Source: an optimization exercise on an open RTL-to-GDS flow (aim: small area, a short achievable clock period and few clock cycles per item). Production flows keep margins and buffers that such runs may drop. Where RTL was checked, it was by simulation tests only, not by an equivalence proof against the original. Function not checked in run 1: the RTL went through the layout flow alone. Power is estimated from default activity; no workload was simulated.

[config.mk]
export PLATFORM = sky130hd
export DESIGN_NAME = alu_exec_unit
export DESIGN_NICKNAME = alu_exec_unit
export VERILOG_FILES = /design/flow/design.v
export SDC_FILE = /design/flow/constraint.sdc
export NUM_CORES = 4
export LEC_CHECK = 0
export CAP_MARGIN = 20
export CORE_MARGIN = 2
export CORE_UTILIZATION = 30
export PLACE_DENSITY = 0.4
export SETUP_SLACK_MARGIN = 5
export SLEW_MARGIN = 20
[constraint.sdc]
create_clock -name core_clock -period 10.0 [get_ports {clk}]
set_input_delay 2.0000 -clock core_clock [delete_from_list [all_inputs] [get_ports {clk}]]
set_output_delay 2.0000 -clock core_clock [all_outputs]
set_load 0.01 [all_outputs]
[design.v]
package alu_exec_pkg;
  localparam logic [3:0] CTRL_AND  = 4'b0000;
  localparam logic [3:0] CTRL_OR   = 4'b0001;
  localparam logic [3:0] CTRL_ADD  = 4'b0010;
  localparam logic [3:0] CTRL_SLL  = 4'b0011;
  localparam logic [3:0] CTRL_SLT  = 4'b0100;
  localparam logic [3:0] CTRL_SLTU = 4'b0101;
  localparam logic [3:0] CTRL_BEQ  = 4'b0110;
  localparam logic [3:0] CTRL_XOR  = 4'b0111;
  localparam logic [3:0] CTRL_SRL  = 4'b1000;
  localparam logic [3:0] CTRL_JAL  = 4'b1001;
  localparam logic [3:0] CTRL_SRA  = 4'b1010;
  localparam logic [3:0] CTRL_REM  = 4'b1011;
  localparam logic [3:0] CTRL_NOP  = 4'b1100;
  localparam logic [3:0] CTRL_DIV  = 4'b1101;
  localparam logic [3:0] CTRL_MUL  = 4'b1110;
  localparam logic [3:0] CTRL_BNEQ = 4'b1111;
  localparam logic [1:0] PH_0  = 2'd0;   
  localparam logic [1:0] PH_1  = 2'd1;   
  localparam logic [1:0] PH_IT = 2'd2;   
  localparam logic [1:0] PH_F  = 2'd3;   
endpackage
module mdu_bitlen (
  input  logic [31:0] x,
  output logic        nz,
  output logic [4:0]  pos
);
  logic [3:0] bnz;
  logic [2:0] bpos [4];
  always_comb begin
    for (int j = 0; j < 4; j++) begin
      logic [7:0] v;
      v       = x[8*j +: 8];
      bnz[j]  = |v;
      bpos[j][2] = |v[7:4];
      bpos[j][1] = bpos[j][2] ? |v[7:6] : |v[3:2];
      if (bpos[j][2]) bpos[j][0] = bpos[j][1] ? v[7] : v[5];
      else            bpos[j][0] = bpos[j][1] ? v[3] : v[1];
    end
    nz = |bnz;
    if (bnz[3])      pos = {2'd3, bpos[3]};
    else if (bnz[2]) pos = {2'd2, bpos[2]};
    else if (bnz[1]) pos = {2'd1, bpos[1]};
    else             pos = {2'd0, bpos[0]};
  end
endmodule
import alu_exec_pkg::*;
module alu_exec_unit #(
  parameter int WIDTH = 32,
  parameter int SHW   = $clog2(WIDTH)
) (
  input  logic             clk,
  input  logic             reset,
  input  logic             valid_in,
  output logic             ready,
  input  logic [3:0]       alu_ctrl,
  input  logic [WIDTH-1:0] op_a,
  input  logic [WIDTH-1:0] op_b,
  output logic             valid_out,
  output logic [WIDTH-1:0] result,
  output logic             zero,
  output logic             branch_taken
);
  localparam int W1 = WIDTH + 1;
  logic [W1-1:0]  a_q, b_q, r_q;
  logic           v_q, rdy_q, vout_q, zero_q, br_q;
  logic [1:0]     ph_q;
  logic [SHW-1:0] cnt_q, amt_q;
  logic           sa_q, sb_q, dz_q, zp_q;
  logic           f_mdu, f_mul, f_rem, f_beq, f_bneq;
  logic           c_xa, c_xinv, c_yb, c_yb2, c_yr, c_y4, c_yinv, c_cin;
  logic           c_rmul, c_rdv, c_rsh, c_rsum, c_and, c_or, c_xor, c_slt, c_sltu;
  logic           c_shl, c_sha, c_shm, c_asum, c_bkeep;
  assign ready        = rdy_q;
  assign valid_out    = vout_q;
  assign result       = r_q[WIDTH-1:0];
  assign zero         = zero_q;
  assign branch_taken = br_q;
  logic mdu, ph0;
  assign mdu = v_q && f_mdu;
  assign ph0 = (ph_q == PH_0);
  logic [WIDTH-1:0] x_ab;
  logic             eq;
  assign x_ab = a_q[WIDTH-1:0] ^ b_q[WIDTH-1:0];
  assign eq   = ~|x_ab;
  logic [W1-1:0] xop, yop, sum;
  logic [W1+1:0] sum_w;
  assign xop   = ({W1{c_xa}} & a_q) ^ {W1{c_xinv}};
  assign yop   = (({W1{c_yb}} & b_q) | ({W1{c_yb2}} & {b_q[W1-2:0], 1'b0})
                 | ({W1{c_yr}} & r_q) | (W1'(c_y4) << 2)) ^ {W1{c_yinv}};
  assign sum_w = {1'b0, xop, 1'b1} + {1'b0, yop, c_cin};
  assign sum   = sum_w[W1:1];
  logic [SHW-1:0] sh_amt;
  logic [W1-1:0]  sh_in, sh_r, sh_out;
  logic           sh_fill;
  logic [W1:0]    sh_wide;
  assign sh_amt = c_shm ? amt_q : b_q[SHW-1:0];
  always_comb begin
    sh_fill = ~c_shl & c_sha & a_q[W1-1];
    for (int i = 0; i < W1; i++) sh_in[i] = c_shl ? a_q[W1-1-i] : a_q[i];
    if (!c_shl) sh_in[W1-1] = sh_fill;
    sh_wide = $signed({sh_fill, sh_in}) >>> sh_amt;
    sh_r    = sh_wide[W1-1:0];
    for (int i = 0; i < W1; i++) sh_out[i] = c_shl ? sh_r[W1-1-i] : sh_r[i];
  end
  logic [WIDTH-1:0] mpl;
  logic             mul_last, mul_next_last;
  assign mpl           = ph0 ? a_q[WIDTH-1:0] : r_q[WIDTH-1:0];
  assign mul_last      = (mpl[WIDTH-1:1] == '0) || (mpl[WIDTH-1:1] == '1);
  assign mul_next_last = (mpl[WIDTH-1:3] == '0) || (mpl[WIDTH-1:3] == '1);
  function automatic logic [2:0] booth(input logic [1:0] m, input logic p);
    booth = {m[0] ^ p, (m[1] & ~m[0] & ~p) | (~m[1] & m[0] & p), m[1] & ~(m[0] & p)};
  endfunction
  logic dsub, qneg, dsucc, div_last, div_next_last;
  assign dsub          = ~(sa_q ^ sb_q);           
  assign qneg          = (sa_q ^ sb_q) & ~dz_q;
  assign dsucc         = (sum[W1-1] == sa_q);
  assign div_last      = (ph_q == PH_F);
  assign div_next_last = (ph_q == PH_IT) && (cnt_q == '0);
  logic           nza, nzb;
  logic [4:0]     pa, pb;
  logic [6:0]     dab, dax;
  logic [SHW-1:0] nalign;
  mdu_bitlen u_la (.x(a_q[WIDTH-1:0] ^ {WIDTH{a_q[WIDTH-1]}}), .nz(nza), .pos(pa));
  mdu_bitlen u_lb (.x(b_q[WIDTH-1:0] ^ {WIDTH{b_q[WIDTH-1]}}), .nz(nzb), .pos(pb));
  assign dab = 7'(pa) - 7'(pb) + 7'(a_q[WIDTH-1]);       
  assign dax = 7'(pa) + 7'(1) + 7'(a_q[WIDTH-1]);        
  always_comb begin
    if (b_q[WIDTH-1:0] == '0)
      nalign = '1;
    else if (!nza)
      nalign = SHW'(a_q[WIDTH-1] & ~nzb);
    else if (!nzb)
      nalign = dax[5] ? '1 : dax[SHW-1:0];
    else if (dab[6])
      nalign = '0;
    else
      nalign = dab[5] ? '1 : dab[SHW-1:0];
  end
  logic last, next_last;
  assign last      = f_mul ? mul_last : div_last;
  assign next_last = f_mul ? mul_next_last : div_next_last;
  logic sel_sum, sel_sh, sel_rsh2, sel_hold;
  assign sel_sum  = c_rsum | (c_rmul & mul_last) | (c_rdv & dsucc);
  assign sel_sh   = c_rsh | (c_rmul & ~mul_last & ph0);
  assign sel_rsh2 = c_rmul & ~mul_last & ~ph0;
  assign sel_hold = c_rdv & ~dsucc;
  logic [W1-1:0] r_next;
  assign r_next = ({W1{sel_sum}}  & sum)
                | ({W1{sel_sh}}   & sh_out)
                | ({W1{sel_rsh2}} & {r_q[W1-1], r_q[W1-1], r_q[W1-1:2]})
                | ({W1{sel_hold}} & r_q)
                | ({W1{c_and}}    & {1'b0, a_q[WIDTH-1:0] & b_q[WIDTH-1:0]})
                | ({W1{c_or}}     & {1'b0, a_q[WIDTH-1:0] | b_q[WIDTH-1:0]})
                | ({W1{c_xor}}    & {1'b0, x_ab})
                | W1'(c_slt & sum[WIDTH])
                | W1'(c_sltu & (sum[WIDTH] ^ a_q[WIDTH-1] ^ b_q[WIDTH-1]));
  logic             swap;
  logic [WIDTH-1:0] in_a, in_b;
  logic a16, b16, a8, b8;
  assign a16  = (op_a[WIDTH-1:15] == '0) || (op_a[WIDTH-1:15] == '1) || (op_a[WIDTH-1:16] == '0);
  assign b16  = (op_b[WIDTH-1:15] == '0) || (op_b[WIDTH-1:15] == '1) || (op_b[WIDTH-1:16] == '0);
  assign a8   = (op_a[WIDTH-1:7] == '0) || (op_a[WIDTH-1:7] == '1) || (op_a[WIDTH-1:8] == '0);
  assign b8   = (op_b[WIDTH-1:7] == '0) || (op_b[WIDTH-1:7] == '1) || (op_b[WIDTH-1:8] == '0);
  assign swap = (alu_ctrl == CTRL_MUL) && ((!a16 && b16) || (!a8 && b8));
  assign in_a = swap ? op_b : op_a;
  assign in_b = swap ? op_a : op_b;
  logic n_xa, n_xinv, n_yb, n_yb2, n_yr, n_y4, n_yinv, n_cin;
  logic n_rmul, n_rdv, n_rsh, n_rsum, n_and, n_or, n_xor, n_slt, n_sltu;
  logic n_shl, n_sha, n_shm, n_asum, n_bkeep;
  logic [SHW-1:0] n_amt;
  logic [2:0] bz;
  always_comb begin
    n_xa = 1'b1; n_xinv = 1'b0; n_yb = 1'b1; n_yb2 = 1'b0; n_yr = 1'b0; n_y4 = 1'b0;
    n_yinv = 1'b0; n_cin = 1'b0;
    n_rmul = 1'b0; n_rdv = 1'b0; n_rsh = 1'b0; n_rsum = 1'b0;
    n_and = 1'b0; n_or = 1'b0; n_xor = 1'b0; n_slt = 1'b0; n_sltu = 1'b0;
    n_shl = 1'b0; n_sha = 1'b0; n_shm = 1'b0; n_amt = '0; n_asum = 1'b1; n_bkeep = 1'b0;
    bz = '0;
    if (rdy_q) begin
      case (alu_ctrl)
        CTRL_AND:  n_and = 1'b1;
        CTRL_OR:   n_or  = 1'b1;
        CTRL_XOR:  n_xor = 1'b1;
        CTRL_ADD:  n_rsum = 1'b1;
        CTRL_BEQ, CTRL_BNEQ: begin n_rsum = 1'b1; n_yinv = 1'b1; n_cin = 1'b1; end
        CTRL_SLT:  begin n_slt  = 1'b1; n_yinv = 1'b1; n_cin = 1'b1; end
        CTRL_SLTU: begin n_sltu = 1'b1; n_yinv = 1'b1; n_cin = 1'b1; end
        CTRL_JAL:  begin n_rsum = 1'b1; n_yb = 1'b0; n_y4 = 1'b1; end
        CTRL_SLL:  begin n_rsh = 1'b1; n_shl = 1'b1; end
        CTRL_SRL:  n_rsh = 1'b1;
        CTRL_SRA:  begin n_rsh = 1'b1; n_sha = 1'b1; end
        CTRL_MUL: begin
          bz = booth(in_a[1:0], 1'b0);
          n_rmul = 1'b1; n_xa = 1'b0; n_yb = bz[2]; n_yb2 = bz[1]; n_yinv = bz[0];
          n_cin = bz[0]; n_shm = 1'b1; n_sha = 1'b1; n_amt = SHW'(2);
        end
        CTRL_DIV, CTRL_REM: begin
          n_rsh = 1'b1; n_xa = 1'b0; n_shm = 1'b1; n_sha = 1'b1;
        end
        default: ;   
      endcase
    end else if (f_mul) begin
      bz = booth(mpl[3:2], mpl[1]);
      n_rmul = 1'b1; n_yb = bz[2]; n_yb2 = bz[1]; n_yinv = bz[0]; n_cin = bz[0];
    end else begin
      case (ph_q)
        PH_0: begin
          n_rsum = 1'b1; n_xa = 1'b0; n_xinv = a_q[WIDTH-1]; n_yb = 1'b0; n_yr = 1'b1;
          n_shm = 1'b1; n_shl = 1'b1; n_amt = nalign; n_asum = 1'b0;
        end
        default: begin
          if (ph_q == PH_IT && cnt_q == '0) begin
            n_rsum = 1'b1; n_xa = 1'b0;
            if (f_rem) begin n_yb = 1'b0; n_yr = 1'b1; n_cin = sa_q; end
            else       begin n_yinv = qneg; n_cin = qneg; end
          end else begin
            n_rdv = 1'b1; n_xinv = dsub; n_yb = 1'b0; n_yr = 1'b1; n_cin = dsub;
            n_shm = 1'b1; n_sha = 1'b1; n_amt = SHW'(1); n_asum = 1'b0; n_bkeep = 1'b1;
          end
        end
      endcase
    end
  end
  always_ff @(posedge clk) begin
    r_q <= r_next;
    if (rdy_q) begin
      a_q <= {in_a[WIDTH-1], in_a};
      b_q <= {in_b[WIDTH-1], in_b};
      f_mdu  <= (alu_ctrl == CTRL_MUL) || (alu_ctrl == CTRL_DIV) || (alu_ctrl == CTRL_REM);
      f_mul  <= (alu_ctrl == CTRL_MUL);
      f_rem  <= (alu_ctrl == CTRL_REM);
      f_beq  <= (alu_ctrl == CTRL_BEQ);
      f_bneq <= (alu_ctrl == CTRL_BNEQ);
    end else begin
      a_q <= c_asum ? sum : sh_out;
      b_q <= f_mul ? {b_q[W1-3:0], 2'b00} : ({b_q[W1-2:0], dsucc} & {W1{c_bkeep}});
    end
    {c_xa, c_xinv, c_yb, c_yb2, c_yr, c_y4, c_yinv, c_cin} <=
      {n_xa, n_xinv, n_yb, n_yb2, n_yr, n_y4, n_yinv, n_cin};
    {c_rmul, c_rdv, c_rsh, c_rsum, c_and, c_or, c_xor, c_slt, c_sltu} <=
      {n_rmul, n_rdv, n_rsh, n_rsum, n_and, n_or, n_xor, n_slt, n_sltu};
    {c_shl, c_sha, c_shm, c_asum, c_bkeep} <= {n_shl, n_sha, n_shm, n_asum, n_bkeep};
    amt_q <= n_amt;
    if (!(mdu && !ph0)) begin
      zp_q <= eq;
      sa_q <= a_q[WIDTH-1];
      sb_q <= b_q[WIDTH-1];
      dz_q <= (b_q[WIDTH-1:0] == '0);
    end
    if (ph0) cnt_q <= nalign;
    else if (ph_q == PH_IT) cnt_q <= cnt_q - 1'b1;
    zero_q <= (mdu && !ph0) ? zp_q : eq;
    br_q   <= (f_beq & eq) | (f_bneq & ~eq);
    if (reset) begin
      v_q    <= 1'b0;
      rdy_q  <= 1'b1;
      vout_q <= 1'b0;
      ph_q   <= PH_0;
    end else begin
      vout_q <= v_q && (!mdu || last);
      if (rdy_q) begin
        v_q   <= valid_in;
        ph_q  <= PH_0;
        rdy_q <= !(valid_in && (alu_ctrl == CTRL_MUL || alu_ctrl == CTRL_DIV
                                || alu_ctrl == CTRL_REM));
      end else if (last) begin
        v_q   <= 1'b0;
        rdy_q <= 1'b1;
      end else begin
        rdy_q <= next_last;
        case (ph_q)
          PH_0:    ph_q <= f_mul ? PH_IT : PH_1;
          PH_1:    ph_q <= PH_IT;
          PH_IT:   if (!f_mul && cnt_q == '0) ph_q <= PH_F;
          default: ph_q <= PH_F;
        endcase
      end
    end
  end
endmodule
[flow/run.sh]
#!/bin/bash
set -euo pipefail
MARGIN=6.2
sed "s/SETUP_SLACK_MARGIN=[0-9.]*/SETUP_SLACK_MARGIN=${MARGIN}/" standard.sh > standard_margin.sh
grep -q "SETUP_SLACK_MARGIN=${MARGIN}" standard_margin.sh
bash standard_margin.sh > orfs_make.log 2>&1
[standard.sh]
#!/bin/bash
# synth_recipe.tcl (not shown) runs the flow's synth.tcl, then flattens the netlist and writes it again
# the make line also repeats each setting of config.mk as NAME=value (left out here)
make -C /OpenROAD-flow-scripts/flow DESIGN_CONFIG=/design/flow/config.mk WORK_HOME=/design/flow/orfs CLKGATE_MAP_FILE= SYNTH_SCRIPT=/design/flow/synth_recipe.tcl "${@:-finish}"
==> results of run 1 <==
[worst max-delay path: stages (launching register included)]
cell      delay [ns]
dfxtp_4         0.38
buf_4           0.16
nand2_4         0.06
a31o_4          0.17
o41ai_4         0.08
a211o_1         0.27
a311o_1         0.33
nand2_1         0.07
nand2_1         0.06
a22oi_2         0.22
o32ai_4         0.17
ha_2            0.24
fa_2            0.36
xnor2_2         0.24
nand3_2         0.18
o311a_4         0.46
o31ai_4         0.25
nor2_2          0.06
buf_4           0.18
a311oi_2        0.23
nor3_1          0.08
[power by group]
part / switching [mW] / internal [mW] / leakage (nW)
clock network: 0.321 / 0.320 / 0.252
logic: 1.37 / 0.955 / 6.37
registers: 0.263 / 0.692 / 1.27
total: 1.96 / 1.97 / 7.89
[logic make-up after synthesis]
family,Yosys count,share of synthesized area (%)
simple gates,565,16.43
flops,145,18.31
compound gates,663,27.83
fa+ha+maj,111,8.447
mux,213,14.45
xor+xnor,113,6.000
buf+inv,316,8.545
[area by class of cell]
| type | count | area, um^2 |
|---|---|---|
| sequential | 145 | 3186 |
| multi-input combinational | 1672 | 13590 |
| fill | 5687 | 34160 |
| clock inverter | 14 | 106.4 |
| clock buffer | 18 | 429.2 |
| antenna | 1 | 2.502 |
| timing repair buffer | 228 | 2156 |
| inverter | 110 | 426.7 |
| tap | 748 | 935.9 |
[synth_stat cells (16+ instances only)]
cell,count,area (um^2)
a32oi_1,32,280.3
nor4_1,40,250.2
nor2_1,109,409.1
a222oi_1,31,310.3
dfxtp_1,131,2623
xor2_1,23,201.4
inv_1,108,405.4
a31oi_1,28,175.2
mux2i_1,154,1541
a21o_1,31,232.7
mux2_2,39,439.2
o22ai_1,17,106.4
o21ai_1,16,80.08
xnor2_1,89,779.5
clkbuf_1,122,457.9
buf_4,39,292.8
o211ai_1,34,255.2
ha_1,109,1364
nand3_1,34,170.2
nor3_1,28,140.1
nand4_1,46,287.8
a221oi_1,19,166.4
a22oi_1,20,150.1
nand2b_1,19,118.9
nand2_1,204,765.7
o21ai_0,165,825.8
a221o_1,40,400.4
buf_2,25,125.1
a211oi_1,30,225.2
a21oi_1,97,485.5
[metal layers]
metal  global-route usage [%]  share of wire [%]  vias up
li1                         -                  -     8074
met1                    42.94                 45     8816
met4                    15.76                5.6        2
met3                    5.313                9.3      156
met2                    42.20                 40      933
met5                        0              0.011        -
[what timing repair did]
| action | in CTS | in global routing |
|---|---|---|
| gates cloned | 12 | 1 |
| resized for setup | 349 | 160 |
| hold buffers | 0 | 0 |
| setup buffers | 66 | 14 |
| pin swaps | 57 | 57 |
| setup endpoints to repair | 114 | 109 |
[how the worst max path moves through the flow]
stage | startpoint | end | slack, ns | cells after the start
after detailed placement | op_b[26] | a_q[31]$_DFF_P_ | 4.45 | 10
final | b_q[2]$_DFF_P_ | amt_q[3]$_SDFF_PP0_ | 5.63 | 20
after global placement | op_b[26] | a_q[31]$_DFF_P_ | 4.52 | 10
after CTS | b_q[2]$_DFF_P_ | cnt_q[3]$_DFFE_PP_ | 5.73 | 21
after global routing | b_q[2]$_DFF_P_ | amt_q[3]$_SDFF_PP0_ | 5.50 | 19
after floorplan | b_q[11]$_DFF_P_ | cnt_q[0]$_DFFE_PP_ | 6.14 | 19
[registers in the layout, summed over array words and instances (netlist names), 2 cells and up]
signal / count
cnt_q: 5
b_q: 33
a_q: 33
ph_q: 2
r_q: 33
amt_q: 5
[metrics by stage]
stage | instance area, um^2 | setup WS [ns]
after global placement | 18040 | 4.523
after CTS | 20250 | 5.730
after global routing | 20830 | 5.500
after detailed placement | 18040 | 4.454
after floorplan | 16810 | 6.137
final | 20830 | 5.635
==> summary.json, run 1 <==
{
  "status": "timing/DRC/antenna clean",
  "worstMarginPinSlew_ns": 1.160,
  "start_util_pct": 30.23,
  "worst-endpoint-required_ns": 10.38,
  "rrSetupSlack_ns": 5.63,
  "timing.fmax_ghz": 0.2291,
  "fin_skew_ns": 0.02017,
  "syn_to_final_growth_pct": 25.33,
  "ff2ff_path_depth": 20,
  "clock_path_buffers": 2,
  "routed-via-count": 17980,
  "post_route_cells_drive_above_1_share_pct": 22.86,
  "synthesis.instances": 2126,
  "worstSetupStartpointType": "flop",
  "core_footprint_um2": 54990,
  "finalNonFillerCells": 2936,
  "mostFrequentLayoutCell": "nand2_1",
  "finalSetupViolCount": 0,
  "synthesis.nets": 2308,
  "total_track_usage_pct": 29.94,
  "tns_ns": 0,
  "power_density_nw_per_um2": 188.5,
  "clk_transition_reported_paths_ns": 0.07,
  "synth-async-reset-ratio_pct": 0,
  "synth-edff-count": 14,
  "wl_um": 87560,
  "postLayoutCoreUtil_pct": 37.88,
  "initialDrtViolationCount": 2326,
  "total_leakage_power_nw": 7.886,
  "rsz0062_at_grt": "yes",
  "timing.hold.ws_ns": 0.4652,
  "hold-path-cell-count": 1,
  "detailed_place_hpwl_um": 62580,
  "most_used_flip_flop_cell_after_synthesis": "dfxtp_1",
  "rr_startpoint": "b_q[2]$_DFF_P_",
  "tot_pwr_mw": 3.926,
  "yosysUniqueCellTypes": 88,
  "die_w_um": 239.4,
  "io-pin-count": 107,
  "maxCapViolations": 0,
  "drt_first_pass_iters": 10,
  "synth_seq_cells": 145,
  "clock-sinks": 145,
  "clock_tree.htree_level_count": 4,
  "floorplan.die_area_um2": 57300,
  "worstSetupEndpointType": "flop",
  "timing.final.max_slew_violations": 0,
  "route.detailed.vias_per_inst": 6.124,
  "numPortBuffers": 106,
  "antenna_violating_nets_post_route": 0,
  "min_to": "vout_q$_SDFF_PP0_",
  "syn-mean-instance-area_um2": 7.817,
  "path_max_fanout": 5,
  "dieHeight_um": 239.4,
  "number_of_antenna_violations_at_the_first_check_in_global_routing": 2,
  "rr_endpoint": "amt_q[3]$_SDFF_PP0_",
  "slew-limit-headroom_pct": 21.99,
  "holdCritPathClass": "reg2reg",
  "timing.critical_path.arrival_ns": 4.74,
  "origin_of_the_worst_min_delay_path": "f_mdu$_DFFE_PP_",
  "ir_worst_vdd_mv": 0.1200,
  "post-route-drc-count": 0,
  "synth_seq_area_share_pct": 18.31,
  "gp_routability_congestion": 0.9522,
  "cts_made_buffers": 17,
  "first_global_vias": 16770,
  "global_route_wire_length_before_repair_um": 123400,
  "place.detailed.instances": 2810,
  "grt_max_degree": 85,
  "hold_viol_final": 0,
  "final_period_minus_worst_setup_slack_ns": 4.365,
  "layout.cells.most_common_list": "nand2_1, mux2i_1, o21ai_0",
  "ys.warnings.count": 3,
  "path_class": "reg2reg",
  "post_synth_instance_area_um2": 16620,
  "tritoncts_clock_tree": "done",
  "rows": 86,
  "clk_latency_ns": 0.51,
  "grt.overflow.total": 0,
  "num-nets-final": 2356,
  "avgRoutedWirePerCell_um": 29.82,
  "clock-root-buffer": "clkbuf_16",
  "min_period_over_period_pct": 43.65
}
==> run 2, diff against run 1 <==
--- a/design.v
+++ b/design.v
@@ -67,3 +67,4 @@
   logic [1:0]     ph_q;
-  logic [SHW-1:0] cnt_q, amt_q;
+  logic [SHW-1:0] cnt_q;
+  logic [1:0]     amt_q;
   logic           sa_q, sb_q, dz_q, zp_q;
@@ -72,3 +73,3 @@
   logic           c_rmul, c_rdv, c_rsh, c_rsum, c_and, c_or, c_xor, c_slt, c_sltu;
-  logic           c_shl, c_sha, c_shm, c_asum, c_bkeep;
+  logic           c_shl, c_sha, c_shm, c_shn, c_asum, c_bkeep;
   assign ready        = rdy_q;
@@ -96,3 +97,3 @@
   logic [W1:0]    sh_wide;
-  assign sh_amt = c_shm ? amt_q : b_q[SHW-1:0];
+  assign sh_amt = c_shn ? nalign : c_shm ? SHW'(amt_q) : b_q[SHW-1:0];
   always_comb begin
@@ -119,4 +120,4 @@
   assign div_next_last = (ph_q == PH_IT) && (cnt_q == '0);
-  logic           nza, nzb;
-  logic [4:0]     pa, pb;
+  logic           nza, nzb, nza_q, nzb_q;
+  logic [4:0]     pa, pb, pa_q, pb_q;
   logic [6:0]     dab, dax;
@@ -125,10 +126,10 @@
   mdu_bitlen u_lb (.x(b_q[WIDTH-1:0] ^ {WIDTH{b_q[WIDTH-1]}}), .nz(nzb), .pos(pb));
-  assign dab = 7'(pa) - 7'(pb) + 7'(a_q[WIDTH-1]);       
-  assign dax = 7'(pa) + 7'(1) + 7'(a_q[WIDTH-1]);        
-  always_comb begin
-    if (b_q[WIDTH-1:0] == '0)
+  assign dab = 7'(pa_q) - 7'(pb_q) + 7'(sa_q);       
+  assign dax = 7'(pa_q) + 7'(1) + 7'(sa_q);          
+  always_comb begin
+    if (dz_q)
       nalign = '1;
-    else if (!nza)
-      nalign = SHW'(a_q[WIDTH-1] & ~nzb);
-    else if (!nzb)
+    else if (!nza_q)
+      nalign = SHW'(sa_q & ~nzb_q);
+    else if (!nzb_q)
       nalign = dax[5] ? '1 : dax[SHW-1:0];
@@ -169,4 +170,4 @@
   logic n_rmul, n_rdv, n_rsh, n_rsum, n_and, n_or, n_xor, n_slt, n_sltu;
-  logic n_shl, n_sha, n_shm, n_asum, n_bkeep;
-  logic [SHW-1:0] n_amt;
+  logic n_shl, n_sha, n_shm, n_shn, n_asum, n_bkeep;
+  logic [1:0] n_amt;
   logic [2:0] bz;
@@ -177,3 +178,3 @@
     n_and = 1'b0; n_or = 1'b0; n_xor = 1'b0; n_slt = 1'b0; n_sltu = 1'b0;
-    n_shl = 1'b0; n_sha = 1'b0; n_shm = 1'b0; n_amt = '0; n_asum = 1'b1; n_bkeep = 1'b0;
+    n_shl = 1'b0; n_sha = 1'b0; n_shm = 1'b0; n_shn = 1'b0; n_amt = '0; n_asum = 1'b1; n_bkeep = 1'b0;
     bz = '0;
@@ -195,3 +196,3 @@
           n_rmul = 1'b1; n_xa = 1'b0; n_yb = bz[2]; n_yb2 = bz[1]; n_yinv = bz[0];
-          n_cin = bz[0]; n_shm = 1'b1; n_sha = 1'b1; n_amt = SHW'(2);
+          n_cin = bz[0]; n_shm = 1'b1; n_sha = 1'b1; n_amt = 2'd2;
         end
@@ -209,3 +210,3 @@
           n_rsum = 1'b1; n_xa = 1'b0; n_xinv = a_q[WIDTH-1]; n_yb = 1'b0; n_yr = 1'b1;
-          n_shm = 1'b1; n_shl = 1'b1; n_amt = nalign; n_asum = 1'b0;
+          n_shn = 1'b1; n_shl = 1'b1; n_asum = 1'b0;
         end
@@ -218,3 +219,3 @@
             n_rdv = 1'b1; n_xinv = dsub; n_yb = 1'b0; n_yr = 1'b1; n_cin = dsub;
-            n_shm = 1'b1; n_sha = 1'b1; n_amt = SHW'(1); n_asum = 1'b0; n_bkeep = 1'b1;
+            n_shm = 1'b1; n_sha = 1'b1; n_amt = 2'd1; n_asum = 1'b0; n_bkeep = 1'b1;
           end
@@ -242,3 +243,3 @@
       {n_rmul, n_rdv, n_rsh, n_rsum, n_and, n_or, n_xor, n_slt, n_sltu};
-    {c_shl, c_sha, c_shm, c_asum, c_bkeep} <= {n_shl, n_sha, n_shm, n_asum, n_bkeep};
+    {c_shl, c_sha, c_shm, c_shn, c_asum, c_bkeep} <= {n_shl, n_sha, n_shm, n_shn, n_asum, n_bkeep};
     amt_q <= n_amt;
@@ -250,3 +251,6 @@
     end
-    if (ph0) cnt_q <= nalign;
+    if (ph0) begin
+      nza_q <= nza; nzb_q <= nzb; pa_q <= pa; pb_q <= pb;
+    end
+    if (ph_q == PH_1) cnt_q <= nalign;
     else if (ph_q == PH_IT) cnt_q <= cnt_q - 1'b1;
--- a/config.mk
+++ b/config.mk
@@ -7,2 +7,3 @@
 export LEC_CHECK = 0
+export ABC_AREA = 1
 export CAP_MARGIN = 20
==> run 2 against run 1 <==
- wire length increased by 21%
- clock skew decreased by 0.0018 ns
- critical path depth decreased by 11
- global-route usage increased by 3.7 points
- fmax increased by 12%
- highest routed layer is now met4
- area after synthesis increased by 4.8%
- synthesized cell count increased by 33%
- clock power increased by 11%
- sequential cell count increased by 9
- non-clock buffer count increased by 21
- worst setup slack improved by 0.46 ns
- first-iteration DRC count increased by 8.7%
==> summary.json, run 2 <==
{
  "tritoncts_clock_tree": "done",
  "clock_tree.htree_level_count": 4,
  "syn_to_final_growth_pct": 31.89,
  "synthesis.instances": 2833,
  "synth_top_cells_by_count": "nand2_1, nand3_1, inv_1, o21ai_0, nor2_1",
  "detailed_place_hpwl_um": 78450,
  "min_period_over_period_pct": 39.05,
  "post_route_cells_drive_above_1_share_pct": 21.88,
  "preCtsSetupSlack_ns": 4.487,
  "worstSetupStartpointType": "input pin",
  "timing.final.max_slew_violations": 0,
  "holdCritPathClass": "reg2reg",
  "timing.fmax_ghz": 0.2561,
  "numPortBuffers": 106,
  "ir_worst_vdd_mv": 0.1196,
  "first_global_vias": 19550,
  "hold_viol_final": 0,
  "finalWorstSetupSlack_ns": 6.095,
  "yosys.cell_count.top_type": "nand2_1",
  "maxCapViolations": 0,
  "clock-root-buffer": "clkbuf_16",
  "mostFrequentLayoutCell": "nand2_1",
  "total_track_usage_pct": 33.62,
  "slew-limit-headroom_pct": 36.21,
  "final_period_minus_worst_setup_slack_ns": 3.905,
  "yosysUniqueCellTypes": 61,
  "tot_pwr_mw": 4.236,
  "wl_um": 106000,
  "tns_ns": 0,
  "clk_latency_ns": 0.51,
  "multi_input_comb_area_um2": 14070,
  "finalSetupViolCount": 0,
  "clock-sinks": 154,
  "layout.cells.most_common_list": "nand2_1, inv_1, nand3_1",
  "number_of_antenna_violations_at_the_first_check_in_global_routing": 0,
  "ff_latch_area_um2": 3422,
  "finalNonFillerCells": 3719,
  "synth_seq_area_share_pct": 19.19,
  "path_class": "in2reg",
  "dieHeight_um": 245.0,
  "fin_skew_ns": 0.01840,
  "route.detailed.vias_per_inst": 5.823,
  "grt_max_degree": 64,
  "cell_taking_the_most_area_after_synthesis": "nand2_1",
  "worstMarginPinSlew_ns": 0.9555,
  "worst-endpoint-required_ns": 10.36,
  "routed-via-count": 21660,
  "floorplan.die_area_um2": 60010,
  "globalRoute.busiestLayer": "met2",
  "worstSetupEndpointType": "flop",
  "gp_routability_congestion": 0.9918,
  "clock_path_buffers": 2,
  "most_used_flip_flop_cell_after_synthesis": "dfxtp_1",
  "total_leakage_power_nw": 10.56,
  "clk_transition_reported_paths_ns": 0.09,
  "synth.top_cell.area_share_pct": 16.07,
  "num-nets-final": 3127,
  "die_w_um": 245.0,
  "core_footprint_um2": 57590,
  "grt_use_met1_pct": 45.26,
  "synthesis.nets": 3020,
  "io-pin-count": 107,
  "largestRegisters": "a_q x33, b_q x33, r_q x33",
  "global_route_wire_length_before_repair_um": 145000,
  "start_util_pct": 30.25,
  "synth-async-reset-ratio_pct": 0,
  "place.detailed.instances": 3560,
  "grt_use_met2_pct": 53.37,
  "rrSetupSlack_ns": 6.23,
  "initialDrtViolationCount": 2528,
  "status": "timing/DRC/antenna clean",
  "post-route-drc-count": 0,
  "post_synth_instance_area_um2": 17420,
  "drt_first_pass_iters": 8,
  "syn-mean-instance-area_um2": 6.149,
  "cts_made_buffers": 17,
  "power_density_nw_per_um2": 184.4,
  "avgRoutedWirePerCell_um": 28.51,
  "path_max_fanout": 18,
  "ys.warnings.count": 3,
  "n_fill_cell": 6204,
  "rsz0062_at_grt": "yes",
  "postLayoutCoreUtil_pct": 39.90,
  "timing.critical_path.arrival_ns": 4.27,
  "synth_seq_cells": 154,
  "antenna_violating_nets_post_route": 0,
  "synth-edff-count": 26,
  "synth_area_leaders": "nand2_1, dfxtp_1, nand3_1",
  "grt.overflow.total": 0,
  "rows": 88,
  "met3_capacity_usage_during_global_routing_pct": 4.406
}
run 2: cell types whose count changed in the layout (fill, tap and decap cells not counted), sizes merged, moves of 63 or more:
cell    previous run  this run
inv              113       314
mux2i            157         1
nand2            204       762
nand3             34       354
nor2             109       187
o221ai             7        70
xnor2             89        17
xor2              24        93
run 2: worst paths after layout:
check | from | to | cells after the start
worst min register to register | f_mdu$_DFFE_PP_ | vout_q$_SDFF_PP0_ | 1
worst max-delay path | op_a[11] | a_q[27]$_DFF_P_ | 9
worst max register to register | pb_q[0]$_DFFE_PP_ | a_q[9]$_DFF_P_ | 26
worst min-delay path | f_mdu$_DFFE_PP_ | vout_q$_SDFF_PP0_ | 1
run 2: layout make-up:
| type | instances | area share [%] |
|---|---|---|
| Sequential cell | 154 | 14.89 |
| Timing Repair inverter | 5 | 0.1743 |
| Clock inverter | 15 | 0.8495 |
| Multi-Input combinational cell | 2188 | 61.23 |
| Clock buffer | 17 | 1.852 |
| Inverter | 325 | 5.811 |
| Antenna cell | 1 | 0.01089 |
| Timing Repair Buffer | 249 | 11.01 |
| Tap cell | 765 | 4.166 |
run 2: timing repair:
item / CTS / global route
hold buffers: 0 / 0
pin swaps: 42 / 108
setup buffers: 55 / 42
resized for setup: 337 / 378
gates cloned: 19 / 10
endpoints found under the setup margin: 106 / 104
run 2: routing by layer:
metal / share of wire (%) / up-vias
met5: 0 / -
met4: 5.3 / 0
met2: 45 / 1062
met1: 43 / 10540
met3: 6.7 / 197
li1: - / 9860
run 2: power by group:
group / internal [mW] / switching, mW
Combinational: 0.883 / 1.69
Clock: 0.342 / 0.370
Sequential: 0.733 / 0.217
Total: 1.96 / 2.28
run 2: kinds of logic (layout without fill, tap and decap cells):
group                      Yosys count  after routing  share of synthesized area [%]
buffers and inverters              502            611                          12.20
adders and majority gates          116            116                          8.418
xor gates and xnor gates           110            110                          5.530
AOI/OAI and AO/OA                  540            543                          19.57
DFF                                154            154                          19.19
and+or+nand+nor                   1408           1416                          34.91
other                                0              1                              0
muxes                                3              3                         0.1867
run 2: through the flow:
stage,area [um^2],hold WS [ns]
3_3_place_gp,18800,0.4523
4_1_cts,20930,0.4493
6_report,22980,0.4415
5_1_grt,22970,0.4912
2_1_floorplan,17420,0.4259
3_5_place_dp,18800,0.4501
run 2: worst max-delay path: stages:
cell and delay, ns:
clkdlybuf4s50_1 0.52, nor4_1 0.31, a32oi_1 0.15, a22o_1 0.28, nand2_4 0.12, buf_12 0.14, inv_16 0.06, o211ai_1 0.57
nand2_1 0.11
Testbench counts of run 2, summed over its fixed seeds: cycles 47,752, items 24,000.
==> run 3, diff against run 2 <==
--- a/design.v
+++ b/design.v
@@ -118,4 +118,8 @@
   assign dsucc         = (sum[W1-1] == sa_q);
-  assign div_last      = (ph_q == PH_F);
-  assign div_next_last = (ph_q == PH_IT) && (cnt_q == '0);
+  logic rem2, rem2_n, fix2_q;
+  assign rem2          = f_rem & sa_q & ~sb_q & ~b_q[0];   
+  assign rem2_n        = f_rem & sa_q & ~sb_q & ~dsucc;    
+  assign div_last      = (ph_q == PH_F) && (fix2_q || !rem2);
+  assign div_next_last = ((ph_q == PH_IT) && (cnt_q == '0) && !rem2_n)
+                      || ((ph_q == PH_F) && !fix2_q && rem2);
   logic           nza, nzb, nza_q, nzb_q;
@@ -143,7 +147,6 @@
   assign next_last = f_mul ? mul_next_last : div_next_last;
-  logic sel_sum, sel_sh, sel_rsh2, sel_hold;
-  assign sel_sum  = c_rsum | (c_rmul & mul_last) | (c_rdv & dsucc);
+  logic sel_sum, sel_sh, sel_rsh2;
+  assign sel_sum  = c_rsum | (c_rmul & mul_last) | c_rdv;
   assign sel_sh   = c_rsh | (c_rmul & ~mul_last & ph0);
   assign sel_rsh2 = c_rmul & ~mul_last & ~ph0;
-  assign sel_hold = c_rdv & ~dsucc;
   logic [W1-1:0] r_next;
@@ -152,3 +155,2 @@
                 | ({W1{sel_rsh2}} & {r_q[W1-1], r_q[W1-1], r_q[W1-1:2]})
-                | ({W1{sel_hold}} & r_q)
                 | ({W1{c_and}}    & {1'b0, a_q[WIDTH-1:0] & b_q[WIDTH-1:0]})
@@ -212,10 +214,21 @@
         end
+        PH_F: begin
+          n_rsum = 1'b1; n_xa = 1'b0; n_yb = 1'b0; n_yr = 1'b1; n_cin = 1'b1;
+        end
         default: begin
           if (ph_q == PH_IT && cnt_q == '0) begin
-            n_rsum = 1'b1; n_xa = 1'b0;
-            if (f_rem) begin n_yb = 1'b0; n_yr = 1'b1; n_cin = sa_q; end
-            else       begin n_yinv = qneg; n_cin = qneg; end
+            n_rsum = 1'b1;
+            if (f_rem) begin
+              n_yb = 1'b0; n_yr = 1'b1;
+              if (dsucc) begin n_xa = 1'b0; n_cin = sa_q; end
+              else       begin n_xinv = sa_q ^ sb_q; n_cin = sa_q | sb_q; end
+            end else begin
+              n_xa = 1'b0; n_yinv = qneg; n_cin = qneg;
+            end
           end else begin
-            n_rdv = 1'b1; n_xinv = dsub; n_yb = 1'b0; n_yr = 1'b1; n_cin = dsub;
-            n_shm = 1'b1; n_sha = 1'b1; n_amt = 2'd1; n_asum = 1'b0; n_bkeep = 1'b1;
+            n_rdv = 1'b1; n_yb = 1'b0; n_yr = 1'b1;
+            n_xinv = (ph_q == PH_1) ? dsub : (dsub ^ ~dsucc);
+            n_cin  = n_xinv;
+            n_shm = 1'b1; n_sha = 1'b1; n_asum = 1'b0; n_bkeep = 1'b1;
+            n_amt = (((ph_q == PH_1) ? nalign : cnt_q) == SHW'((ph_q == PH_1) ? 0 : 1)) ? 2'd0 : 2'd1;
           end
@@ -227,2 +240,4 @@
     r_q <= r_next;
+    if (rdy_q)                     fix2_q <= 1'b0;
+    else if (ph_q == PH_F && rem2) fix2_q <= 1'b1;
     if (rdy_q) begin
==> flow/run.sh (replaced) <==
#!/bin/bash
set -euo pipefail
MARGIN=6.2
sed "s/SETUP_SLACK_MARGIN=[0-9.]*/SETUP_SLACK_MARGIN=${MARGIN} SKIP_INCREMENTAL_REPAIR=1/" standard.sh > standard_margin.sh
grep -q "SETUP_SLACK_MARGIN=${MARGIN} SKIP_INCREMENTAL_REPAIR=1" standard_margin.sh
bash standard_margin.sh > orfs_make.log 2>&1
==> run 3 against run 2 <==
- combinational power decreased by 6%
- clock skew increased by 0.0037 ns
- still clean
- sequential share of layout area increased by 1.3 points
- largest cell class unchanged
- non-clock buffer count decreased by 41
- area after synthesis decreased by 0.34%
- worst setup slack got worse by 0.0099 ns
- critical path type is now reg2reg
- core utilization decreased by 3.0 points
- hold slack improved by 0.037 ns
==> summary.json, run 3 <==
{
  "mostFrequentLayoutCell": "nand2_1",
  "global_route_wire_length_before_repair_um": 148000,
  "largest_family_of_logic_cells_by_synthesized_area": "simple AND/OR/NAND/NOR gates",
  "status": "timing/DRC/antenna clean",
  "timing.hold.ws_ns": 0.4788,
  "ys.warnings.count": 3,
  "post_synth_mux_area_share_pct": 0.06486,
  "synthesis.instances": 2853,
  "timing.fmax_ghz": 0.2554,
  "most_used_flip_flop_cell_after_synthesis": "dfxtp_1",
  "synth_compound_area_share_pct": 19.26,
  "path_class": "reg2reg",
  "syn_to_final_growth_pct": 22.04,
  "clock_tree.htree_level_count": 4,
  "wl_um": 105100,
  "yosysUniqueCellTypes": 62,
  "rows": 88,
  "post_route_cells_drive_above_1_share_pct": 12.95,
  "path_cells": "inv_1 -> ha_2 -> fa_1 -> inv_1 -> ha_1 -> nand3_1 -> nor2_1 -> nand3_1 -> nand2_2 -> nand2_1 -> nand2_1 -> nand2_4 -> nand3_4 -> buf_12 -> nand2_4 -> nand2_1 -> nand3_1 -> nand2_1 -> nand2_1 -> nand3_1 -> nand3_2 -> nand3_4 -> o21ai_2 -> a21o_1",
  "total_leakage_power_nw": 10.20,
  "numPortBuffers": 106,
  "synth-async-reset-ratio_pct": 0,
  "synth_seq_cells": 156,
  "grt_max_degree": 84,
  "antenna_violating_nets_post_route": 0,
  "die_w_um": 244.6,
  "synthesis.nets": 3041,
  "finalWorstSetupSlack_ns": 6.085,
  "critical-path-slowest-cell": "fa_1",
  "io-pin-count": 107,
  "cpMostUsedCell": "nand2_1",
  "post-route-drc-count": 0,
  "path_max_fanout": 10,
  "min_period_over_period_pct": 39.15,
  "total_track_usage_pct": 34.79,
  "synth_seq_area_share_pct": 19.49,
  "clock-root-buffer": "clkbuf_16",
  "largestRegisters": "a_q x33, b_q x33, r_q x33",
  "synth_top_cells_by_count": "nand2_1, inv_1, nand3_1, nor2_1, o21ai_0",
  "clock-sinks": 156,
  "start_util_pct": 30.21,
  "cell_taking_the_most_area_after_synthesis": "nand2_1",
  "slew-limit-headroom_pct": 29.42,
  "initialDrtViolationCount": 2314,
  "first_global_vias": 19970,
  "n_fill_cell": 6422,
  "post_cts_hold_buffer_count": 0,
  "worstMarginPinSlew_ns": 1.049,
  "fin_skew_ns": 0.02209,
  "postLayoutCoreUtil_pct": 36.86,
  "post_synth_and_or_nand_nor_area_fraction_pct": 35.02,
  "maxCapViolations": 0,
  "clk_latency_ns": 0.51,
  "drt_first_pass_iters": 6,
  "synth.top_cell.area_share_pct": 18.61,
  "post_synth_instance_area_um2": 17360,
  "critical-path-max-stage-delay_ns": 0.41,
  "worst-endpoint-required_ns": 10.38,
  "layout.cells.most_common_list": "nand2_1, inv_1, nand3_1",
  "number_of_antenna_violations_at_the_first_check_in_global_routing": 5,
  "floorplan.die_area_um2": 59810,
  "tns_ns": 0,
  "ir_worst_vdd_mv": 0.1397,
  "final_period_minus_worst_setup_slack_ns": 3.915,
  "syn-mean-instance-area_um2": 6.085,
  "timing.critical_path.arrival_ns": 4.30,
  "gp_routability_congestion": 0.9842,
  "route.detailed.vias_per_inst": 5.662,
  "holdCritPathClass": "reg2reg",
  "detailed_place_hpwl_um": 82570,
  "worstSetupStartpointType": "flop",
  "dieHeight_um": 244.6,
  "yosys.cell_count.top_type": "nand2_1",
  "tot_pwr_mw": 4.066,
  "clock_path_buffers": 2,
  "worstSetupEndpointType": "flop",
  "power_density_nw_per_um2": 191.9,
  "avgRoutedWirePerCell_um": 28.43,
  "synth-edff-count": 26,
  "grt.overflow.total": 0,
  "postcts_resize_cnt": 389,
  "post_synth_xor_area_fraction_pct": 5.246,
  "number_of_setup_buffers_added_after_cts": 54,
  "finalSetupViolCount": 0,
  "timing.final.max_slew_violations": 0,
  "hold_viol_final": 0,
  "core_footprint_um2": 57480,
  "routed-via-count": 20930,
  "preCtsSetupSlack_ns": 4.783,
  "synth_area_leaders": "nand2_1, dfxtp_1, nand3_1",
  "cts_made_buffers": 17,
  "clk_transition_reported_paths_ns": 0.07,
  "tritoncts_clock_tree": "done",
  "num-nets-final": 3102,
  "synth_adder_area_share_pct": 8.518
}
run 3: layout make-up:
| type | instances | area [um^2] | share of cell area, % |
|---|---|---|---|
| diodes | 4 | 10.01 | 0.04724 |
| clock buffers | 19 | 454.2 | 2.144 |
| clock inverters | 13 | 151.4 | 0.7145 |
| inverters | 342 | 1320 | 6.230 |
| multi-input cells | 2189 | 12630 | 59.61 |
| flip-flops and latches | 156 | 3422 | 16.15 |
| well taps | 765 | 957.2 | 4.518 |
| repair buffers | 208 | 2243 | 10.59 |
run 3: final timing paths:
kind | start | to | slack [ns] | cells after the start
worst max-delay path | pa_q[0]$_DFFE_PP_ | r_q[1]$_DFF_P_ | 6.09 | 24
worst max register to register | pa_q[0]$_DFFE_PP_ | r_q[1]$_DFF_P_ | 6.09 | 24
worst min-delay path | v_q$_SDFFE_PP0P_ | vout_q$_SDFF_PP0_ | 0.48 | 2
worst min register to register | v_q$_SDFFE_PP0P_ | vout_q$_SDFF_PP0_ | 0.48 | 2
run 3: critical path, delay by kind of cell, from the launching register on:
kind | cells | cell delay, ns
AOI/OAI and AO/OA | 2 | 0.33
adders and majority gates | 3 | 0.80
buffers and inverters | 3 | 0.35
DFF | 1 | 0.37
and+or+nand+nor | 16 | 1.91
run 3: power breakdown:
| group | internal, mW | switching [mW] | total [mW] |
|---|---|---|---|
| combinational | 0.788 | 1.62 | 2.41 |
| sequential | 0.737 | 0.203 | 0.940 |
| clock | 0.388 | 0.327 | 0.715 |
| total | 1.91 | 2.15 | 4.07 |
run 3: metal layers:
layer	vias to the layer above	routed length, um	part of all wire, %	global-route usage [%]
li1	9664	-	-	-
met1	10040	44590	42	45.35
met2	1018	46780	45	54.87
met3	201	7821	7.4	5.784
met4	0	5876	5.6	18.38
met5	-	0	0	0
run 3: logic make-up (layout without fill, tap and decap cells):
logic type	after synthesis	count (layout)
and+or+nand+nor	1440	1443
AOI/OAI and AO/OA	523	524
buffers and inverters	512	582
DFF	156	156
adders and majority gates	117	117
xor gates and xnor gates	104	104
muxes	1	1
other	0	4
run 3: through the flow:
step	cell area [um^2]	cells
floorplan	17360	2853
global placement	18820	3594
detailed placement	18820	3594
CTS	21180	3692
global route	21180	3693
finish	21190	3696
Testbench counts of run 3, summed over its fixed seeds: cycles 47,844, items 24,000.
==> run 4, diff against run 3 <==
==> flow/run.sh (replaced) <==
#!/bin/bash
set -euo pipefail
MARGIN=6.2
sed "s/SETUP_SLACK_MARGIN=[0-9.]*/SETUP_SLACK_MARGIN=${MARGIN} SKIP_INCREMENTAL_REPAIR=1 'BUFFER_PORTS_ARGS=-buffer_cell sky130_fd_sc_hd__buf_2'/" standard.sh > standard_margin.sh
grep -q "SKIP_INCREMENTAL_REPAIR=1 'BUFFER_PORTS_ARGS=-buffer_cell sky130_fd_sc_hd__buf_2'" standard_margin.sh
bash standard_margin.sh > orfs_make.log 2>&1
==> run 4 against run 3 <==
- critical endpoint is now b_q[6]$_DFF_P_
- fmax shrank 4.4%
- power fell by 1.5%
- still clean
- clock power grew 0.6%
- count of clock-buffer cells in the layout is 2 lower
- non-clock buffer count rose by 5
- sequential cell count did not move
- highest routed layer is now met5
- combinational power fell by 2%
- area after synthesis stayed put
- final cell count about the same
- synthesized cell count did not move
- die area unchanged
- largest power group unchanged
- global-route usage rose by 0.53 points
==> summary.json, run 4 <==
{
  "status": "timing/DRC/antenna clean",
  "post-route-drc-count": 0,
  "syn_to_final_growth_pct": 20.44,
  "post_cts_hold_buffer_count": 0,
  "finalNonFillerCells": 3699,
  "numPortBuffers": 106,
  "most_used_flip_flop_cell_after_synthesis": "dfxtp_1",
  "p_sw_share_pct": 54.86,
  "die_w_um": 244.6,
  "drt_first_pass_iters": 8,
  "route.detailed.vias_per_inst": 5.742,
  "post_route_cells_drive_above_1_share_pct": 15.75,
  "critical-path-slowest-cell": "o211ai_1",
  "worst-endpoint-required_ns": 10.36,
  "clock-root-buffer": "clkbuf_16",
  "worstPathBufferInverterCount": 3,
  "final_design_area_no_fill_um2": 20910,
  "power_density_nw_per_um2": 191.5,
  "dieHeight_um": 244.6,
  "synth-edff-count": 26,
  "timing.final.max_slew_violations": 0,
  "timing.critical_path.arrival_ns": 4.45,
  "cpLargestDelayFamily": "compound AO/OA/AOI/OAI gates",
  "path_max_fanout": 7,
  "largest_family_of_logic_cells_by_synthesized_area": "simple AND/OR/NAND/NOR gates",
  "yosys.cell_count.top_type": "nand2_1",
  "postcts_resize_cnt": 278,
  "rows": 88,
  "gp_routability_congestion": 0.9907,
  "synth_seq_cells": 156,
  "synth.top_cell.area_share_pct": 18.61,
  "maxCapViolations": 0,
  "number_of_antenna_violations_at_the_first_check_in_global_routing": 3,
  "rr_startpoint": "c_yb$_DFF_P_",
  "cell_taking_the_most_area_after_synthesis": "nand2_1",
  "finalWorstSetupSlack_ns": 5.907,
  "synth_top_cells_by_count": "nand2_1, inv_1, nand3_1, nor2_1, o21ai_0",
  "synthesis.nets": 3041,
  "avgRoutedWirePerCell_um": 28.92,
  "rr_endpoint": "c_cin$_DFF_P_",
  "core_footprint_um2": 57480,
  "clk_transition_reported_paths_ns": 0.09,
  "num-nets-final": 3108,
  "rrSetupSlack_ns": 5.93,
  "worstSetupStartpointType": "input pin",
  "tritoncts_clock_tree": "done",
  "largestRegisters": "a_q x33, b_q x33, r_q x33",
  "clock-sinks": 156,
  "synth_area_leaders": "nand2_1, dfxtp_1, nand3_1",
  "ff_latch_area_um2": 3427,
  "antenna_violating_nets_post_route": 0,
  "tot_pwr_mw": 4.005,
  "grt.overflow.total": 0,
  "min_to": "br_q$_DFF_P_",
  "hold-path-cell-count": 1,
  "place.detailed.instances": 3594,
  "pwr-share-clk_pct": 18.0,
  "first_global_vias": 20210,
  "hold_viol_final": 0,
  "floorplan.die_area_um2": 59810,
  "total_track_usage_pct": 35.32,
  "number_of_setup_buffers_added_after_cts": 53,
  "seq_power_share_pct": 23.4,
  "timing.fmax_ghz": 0.2443,
  "total_switching_power_mw": 2.197,
  "worstSetupEndpointType": "flop",
  "clock_path_buffers": 2,
  "place_area_um2": 18310,
  "critical-path-max-stage-delay_ns": 0.55,
  "finalSetupViolCount": 0,
  "synth_compound_area_share_pct": 19.26,
  "synth-async-reset-ratio_pct": 0,
  "timing.hold.ws_ns": 0.4783,
  "n_fill_cell": 6465,
  "ff2ff_path_depth": 23,
  "holdCritPathClass": "reg2reg",
  "yosysUniqueCellTypes": 62,
  "synth_seq_area_share_pct": 19.49,
  "path_class": "in2reg",
  "final_period_minus_worst_setup_slack_ns": 4.093,
  "fin_skew_ns": 0.02009,
  "path_cells": "buf_8 -> inv_4 -> nor4_4 -> nand2_1 -> nor2_1 -> nand4_1 -> o31ai_2 -> a22o_1 -> nand2_4 -> buf_12 -> o211ai_1 -> o221ai_1",
  "worstMarginPinSlew_ns": 1.262,
  "synth_adder_area_share_pct": 8.518,
  "min_period_over_period_pct": 40.93,
  "slew-limit-headroom_pct": 15.06,
  "tns_ns": 0,
  "start_util_pct": 30.21,
  "post_synth_mux_area_share_pct": 0.06486,
  "share_comb_of_total_power_pct": 58.7,
  "clock_tree.htree_level_count": 4,
  "io-pin-count": 107,
  "post_synth_and_or_nand_nor_area_fraction_pct": 35.02,
  "multi_input_comb_area_um2": 12590,
  "ys.warnings.count": 3,
  "routed-via-count": 21240,
  "layout.cells.most_common_list": "nand2_1, inv_1, nand3_1",
  "synthesis.instances": 2853,
  "total_leakage_power_nw": 10.29,
  "initialDrtViolationCount": 2451,
  "syn-mean-instance-area_um2": 6.085,
  "post_synth_xor_area_fraction_pct": 5.246,
  "detailed_place_hpwl_um": 81870,
  "postLayoutCoreUtil_pct": 36.38,
  "preCtsSetupSlack_ns": 4.488,
  "cell_internal_pwr_mw": 1.808,
  "post_synth_instance_area_um2": 17360,
  "mostFrequentLayoutCell": "nand2_1",
  "wl_um": 107000,
  "grt_max_degree": 69,
  "origin_of_the_worst_min_delay_path": "f_bneq$_DFFE_PP_",
  "clk_latency_ns": 0.52,
  "global_route_wire_length_before_repair_um": 150700,
  "ir_worst_vdd_mv": 0.1515,
  "cts_made_buffers": 17
}
-- run 4: power groups by stage --
stage	logic, mW	clock network (mW)	registers (mW)
after floorplan	1.29	0	0.817
after global placement	2.01	0	0.954
after detailed placement	2.00	0	0.950
after CTS	2.30	0.719	0.934
after global routing	2.50	0.750	0.938
final	2.35	0.719	0.937
-- run 4: cell families (layout without fill, tap and decap cells) --
group | count (synthesis) | after routing
AOI/OAI and AO/OA | 523 | 524
xor gates and xnor gates | 104 | 104
adders and majority gates | 117 | 117
buffers and inverters | 512 | 587
DFF | 156 | 156
muxes | 1 | 1
other | 0 | 1
and+or+nand+nor | 1440 | 1444
-- run 4: final cells by class --
cell class                      instances  share of cell area, %
Clock inverter                         15                 0.8796
Clock buffer                           17                  2.034
Tap cell                              765                  4.578
Sequential cell                       156                  16.39
Inverter                              342                  6.325
Antenna cell                            1                0.01197
Multi-Input combinational cell       2190                  60.21
Timing Repair Buffer                  213                  9.568
-- run 4: how the worst max path moves through the flow --
stage	startpoint	slack, ns	to	cells after the start
2_1_floorplan	op_b[20]	6.22	b_q[4]$_DFF_P_	13
3_3_place_gp	op_b[24]	4.45	a_q[31]$_DFF_P_	17
3_5_place_dp	op_b[24]	4.49	a_q[32]$_DFF_P_	17
4_1_cts	op_b[27]	5.98	b_q[25]$_DFF_P_	13
5_1_grt	pa_q[1]$_DFFE_PP_	5.74	a_q[24]$_DFF_P_	26
6_report	op_b[27]	5.91	b_q[6]$_DFF_P_	12
-- run 4: per-layer routing --
metal  up-vias  GRT usage (%)  wire length [um]
met5         -              0                13
met4         2          19.84              6638
met3       234          6.771              8808
met2      1133          56.07             47680
met1     10200          44.74             43850
li1       9672              -                 -
==> run 5, diff against run 4 <==
--- a/design.v
+++ b/design.v
@@ -97,3 +97,3 @@
   logic [W1:0]    sh_wide;
-  assign sh_amt = c_shn ? nalign : c_shm ? SHW'(amt_q) : b_q[SHW-1:0];
+  assign sh_amt = c_shn ? cnt_q : c_shm ? SHW'(amt_q) : b_q[SHW-1:0];
   always_comb begin
@@ -124,4 +124,4 @@
                       || ((ph_q == PH_F) && !fix2_q && rem2);
-  logic           nza, nzb, nza_q, nzb_q;
-  logic [4:0]     pa, pb, pa_q, pb_q;
+  logic           nza, nzb, dsa;
+  logic [4:0]     pa, pb;
   logic [6:0]     dab, dax;
@@ -130,10 +130,11 @@
   mdu_bitlen u_lb (.x(b_q[WIDTH-1:0] ^ {WIDTH{b_q[WIDTH-1]}}), .nz(nzb), .pos(pb));
-  assign dab = 7'(pa_q) - 7'(pb_q) + 7'(sa_q);       
-  assign dax = 7'(pa_q) + 7'(1) + 7'(sa_q);          
-  always_comb begin
-    if (dz_q)
-      nalign = '1;
-    else if (!nza_q)
-      nalign = SHW'(sa_q & ~nzb_q);
-    else if (!nzb_q)
+  assign dsa = a_q[WIDTH-1];
+  assign dab = 7'(pa) - 7'(pb) + 7'(dsa);            
+  assign dax = 7'(pa) + 7'(1) + 7'(dsa);             
+  always_comb begin
+    if (!nzb && !b_q[WIDTH-1])
+      nalign = '1;                                   
+    else if (!nza)
+      nalign = SHW'(dsa & ~nzb);
+    else if (!nzb)
       nalign = dax[5] ? '1 : dax[SHW-1:0];
@@ -232,3 +233,3 @@
             n_shm = 1'b1; n_sha = 1'b1; n_asum = 1'b0; n_bkeep = 1'b1;
-            n_amt = (((ph_q == PH_1) ? nalign : cnt_q) == SHW'((ph_q == PH_1) ? 0 : 1)) ? 2'd0 : 2'd1;
+            n_amt = (cnt_q == SHW'((ph_q == PH_1) ? 0 : 1)) ? 2'd0 : 2'd1;
           end
@@ -266,6 +267,3 @@
     end
-    if (ph0) begin
-      nza_q <= nza; nzb_q <= nzb; pa_q <= pa; pb_q <= pb;
-    end
-    if (ph_q == PH_1) cnt_q <= nalign;
+    if (ph0) cnt_q <= nalign;
     else if (ph_q == PH_IT) cnt_q <= cnt_q - 1'b1;
==> run 5 against run 4 <==
- worst setup slack better by 0.051 ns
- core utilization down 2.4 points
- area after synthesis down 1.3%
- final area down 8.3%
- synthesized cell count down 0.91%
- non-clock buffer count down 48
- critical endpoint is now cnt_q[0]$_DFFE_PP_
- largest cell class unchanged
==> summary.json, run 5 <==
{
  "clk_latency_ns": 0.50,
  "min_period_over_period_pct": 40.42,
  "n_fill_cell": 6466,
  "critical-path-max-stage-delay_ns": 0.44,
  "yosysUniqueCellTypes": 74,
  "synth_seq_cells": 144,
  "initialDrtViolationCount": 1861,
  "clock_tree.htree_level_count": 4,
  "cell_taking_the_most_area_after_synthesis": "nand2_1",
  "core_footprint_um2": 56390,
  "clk_transition_reported_paths_ns": 0.09,
  "worstMarginPinSlew_ns": 1.323,
  "postcts_resize_cnt": 133,
  "num-nets-final": 3031,
  "finalNonFillerCells": 3614,
  "maxCapViolations": 0,
  "rr_startpoint": "a_q[31]$_DFF_P_",
  "worstSetupEndpointType": "flop",
  "rows": 87,
  "path_max_fanout": 7,
  "fin_skew_ns": 0.01980,
  "synth.top_cell.area_share_pct": 18.12,
  "critical-path-slowest-cell": "dfxtp_4",
  "start_util_pct": 30.38,
  "ff_latch_area_um2": 3079,
  "drt_first_pass_iters": 6,
  "total_track_usage_pct": 31.06,
  "grt_max_degree": 87,
  "rrSetupSlack_ns": 5.96,
  "avgRoutedWirePerCell_um": 25.92,
  "mostFrequentLayoutCell": "nand2_1",
  "finalSetupViolCount": 0,
  "holdCritPathClass": "reg2reg",
  "antenna_violating_nets_post_route": 0,
  "ff2ff_path_depth": 27,
  "die_w_um": 243.0,
  "synth_seq_area_share_pct": 17.65,
  "floorplan.die_area_um2": 59020,
  "io-pin-count": 107,
  "synth_compound_area_share_pct": 22.00,
  "wl_um": 93670,
  "power_density_nw_per_um2": 182.6,
  "layout.cells.most_common_list": "nand2_1, inv_1, nor2_1",
  "worstPathBufferInverterCount": 4,
  "synthesis.instances": 2827,
  "timing.final.max_slew_violations": 0,
  "synth_area_leaders": "nand2_1, dfxtp_1, ha_1",
  "tns_ns": 0,
  "largestRegisters": "a_q x33, b_q x33, r_q x33",
  "final_period_minus_worst_setup_slack_ns": 4.042,
  "post_synth_xor_area_fraction_pct": 5.113,
  "clock_path_buffers": 2,
  "path_class": "reg2reg",
  "post_synth_and_or_nand_nor_area_fraction_pct": 33.49,
  "multi_input_comb_area_um2": 12110,
  "synth_top_cells_by_count": "nand2_1, inv_1, nor2_1, o21ai_0, nand3_1",
  "total_leakage_power_nw": 9.305,
  "largest_family_of_logic_cells_by_synthesized_area": "simple AND/OR/NAND/NOR gates",
  "syn-mean-instance-area_um2": 6.059,
  "first_global_vias": 18730,
  "post_cts_hold_buffer_count": 0,
  "post_route_cells_drive_above_1_share_pct": 12.67,
  "clock-root-buffer": "clkbuf_16",
  "worstSetupStartpointType": "flop",
  "grt.overflow.total": 0,
  "slew-limit-headroom_pct": 10.98,
  "startpoint": "a_q[31]$_DFF_P_",
  "number_of_antenna_violations_at_the_first_check_in_global_routing": 2,
  "ys.warnings.count": 3,
  "timing.fmax_ghz": 0.2474,
  "status": "timing/DRC/antenna clean",
  "rr_endpoint": "cnt_q[0]$_DFFE_PP_",
  "synth-edff-count": 14,
  "place.detailed.instances": 3550,
  "post-route-drc-count": 0,
  "worst-path-stages": 27,
  "numPortBuffers": 106,
  "post_synth_mux_area_share_pct": 0.2411,
  "clock-sinks": 144,
  "global_route_wire_length_before_repair_um": 132800,
  "cts_made_buffers": 17,
  "cpMostUsedCell": "nor2_1",
  "routed-via-count": 19870,
  "synth-async-reset-ratio_pct": 0,
  "cpLargestDelayFamily": "compound AO/OA/AOI/OAI gates",
  "most_used_flip_flop_cell_after_synthesis": "dfxtp_1",
  "synthesis.nets": 3014,
  "detailed_place_hpwl_um": 74070,
  "tritoncts_clock_tree": "done",
  "end_point_of_the_critical_path": "cnt_q[0]$_DFFE_PP_",
  "timing.critical_path.arrival_ns": 4.30,
  "post_synth_instance_area_um2": 17130,
  "hold_viol_final": 0,
  "dieHeight_um": 243.0,
  "number_of_setup_buffers_added_after_cts": 28,
  "synth_adder_area_share_pct": 8.561,
  "route.detailed.vias_per_inst": 5.498,
  "ir_worst_vdd_mv": 0.1051,
  "gp_routability_congestion": 0.9896,
  "syn_to_final_growth_pct": 11.88,
  "yosys.cell_count.top_type": "nand2_1",
  "worst-endpoint-required_ns": 10.25
}
## run 5: cell count changes in the layout (fill, tap and decap cells not counted), sizes merged, moves of 14 or more
cell    previous run  this run
nand4             34        48
o211ai            71        51
nor2             164       232
nand3            306       160
o21ai            185       305
buf              210       164
nand2            870       837
## run 5: report_power, final
part           total, mW  internal, mW  switching [mW]
Clock              0.687         0.334           0.353
Combinational       1.93         0.610            1.32
Sequential         0.882         0.686           0.196
## run 5: worst min-delay path by stage
stage,cells after the start,endpoint,start
after detailed placement,1,vout_q$_SDFF_PP0_,f_mdu$_DFFE_PP_
after global placement,1,vout_q$_SDFF_PP0_,f_mdu$_DFFE_PP_
final,1,vout_q$_SDFF_PP0_,f_mdu$_DFFE_PP_
after CTS,1,vout_q$_SDFF_PP0_,f_mdu$_DFFE_PP_
after floorplan,1,vout_q$_SDFF_PP0_,f_mdu$_DFFE_PP_
after global routing,1,vout_q$_SDFF_PP0_,f_mdu$_DFFE_PP_
## run 5: per-stage QoR
step | area (um^2) | utilization [%] | setup WS (ns) | total power [mW] | hold slack (ns)
after floorplan | 17130 | - | 6.235 | 2.050 | 0.4260
after global placement | 17870 | 31.70 | 4.922 | 2.709 | 0.4505
after detailed placement | 17870 | 31.70 | 4.883 | 2.702 | 0.4515
after CTS | 19160 | 33.98 | 6.036 | 3.477 | 0.4662
after global routing | 19160 | 33.98 | 5.555 | 3.706 | 0.4846
final | 19160 | 33.99 | 5.958 | 3.500 | 0.4591
## run 5: final cells by class
class / count / area share (%)
Tap cell: 756 / 4.936
Clock buffer: 17 / 2.220
Inverter: 332 / 6.790
Multi-Input combinational cell: 2184 / 63.18
Antenna cell: 1 / 0.01306
Timing Repair Buffer: 165 / 5.922
Sequential cell: 144 / 16.07
Clock inverter: 15 / 0.8683
## run 5: cells by family (layout without fill, tap and decap cells)
kind of cell             after synthesis  in the layout
AND/OR/NAND/NOR                     1352           1352
AO/OA/AOI/OAI                        612            612
buffers and inverters                499            529
flip-flops                           144            144
adder cells (fa/ha/maj)              116            116
XOR/XNOR                             100            100
multiplexers                           4              4
other                                  0              1
## run 5: metal layers
metal / GRT usage, % / routed length [um] / vias up / share of wire [%]
met5: 0 / 26 / - / 0.028
met4: 14.92 / 4822 / 4 / 5.1
met3: 4.920 / 4903 / 178 / 5.2
met2: 52.45 / 44350 / 735 / 47
met1: 38.46 / 39570 / 9546 / 42
li1: - / - / 9405 / -
Testbench counts of run 5, summed over its fixed seeds: cycles 47,844, items 24,000.

## re-timing with driven ports
The results above use ideal ports. As a check the final layouts listed here were re-extracted and re-timed, cells and wires unchanged. Step 1 assumes that a clkbuf_16 drives the clock port and a buf_2 every other input. Step 2 adds t to the input delays and takes it off the output delays; t is the mean of the earliest and latest rising clock arrival at the registers after step 1. Input paths then give back, and output paths get back, about the clock's delay inside the block. a / b / c = no drivers / after step 1 / after step 2; a / b = the first two.
| run | shift t [ns] | setup WS [ns] | worst setup path at the end | clock arrival spread, ns | worst slew at a driven data input, ns |
|---|---|---|---|---|---|
| run 1 | 0.556 | 5.635 / 5.635 / 5.635 | register to register | 0.021 / 0.020 | 0.04 |
| run 2 | 0.561 | 6.095 / 6.126 / 5.565 | input to register | 0.018 / 0.018 | 0.07 |
| run 3 | 0.558 | 6.085 / 6.085 / 5.553 | input to register | 0.022 / 0.022 | 0.06 |
| run 4 | 0.574 | 5.907 / 5.922 / 5.348 | input to register | 0.020 / 0.020 | 0.05 |
| run 5 | 0.554 | 5.958 / 5.958 / 5.591 | input to register | 0.019 / 0.019 | 0.06 |
After both steps setup and hold are still met in every run listed. For run 4, which loses most, drivers alone change the setup slack by +0.015 ns; drivers and shift together by -0.559 ns.
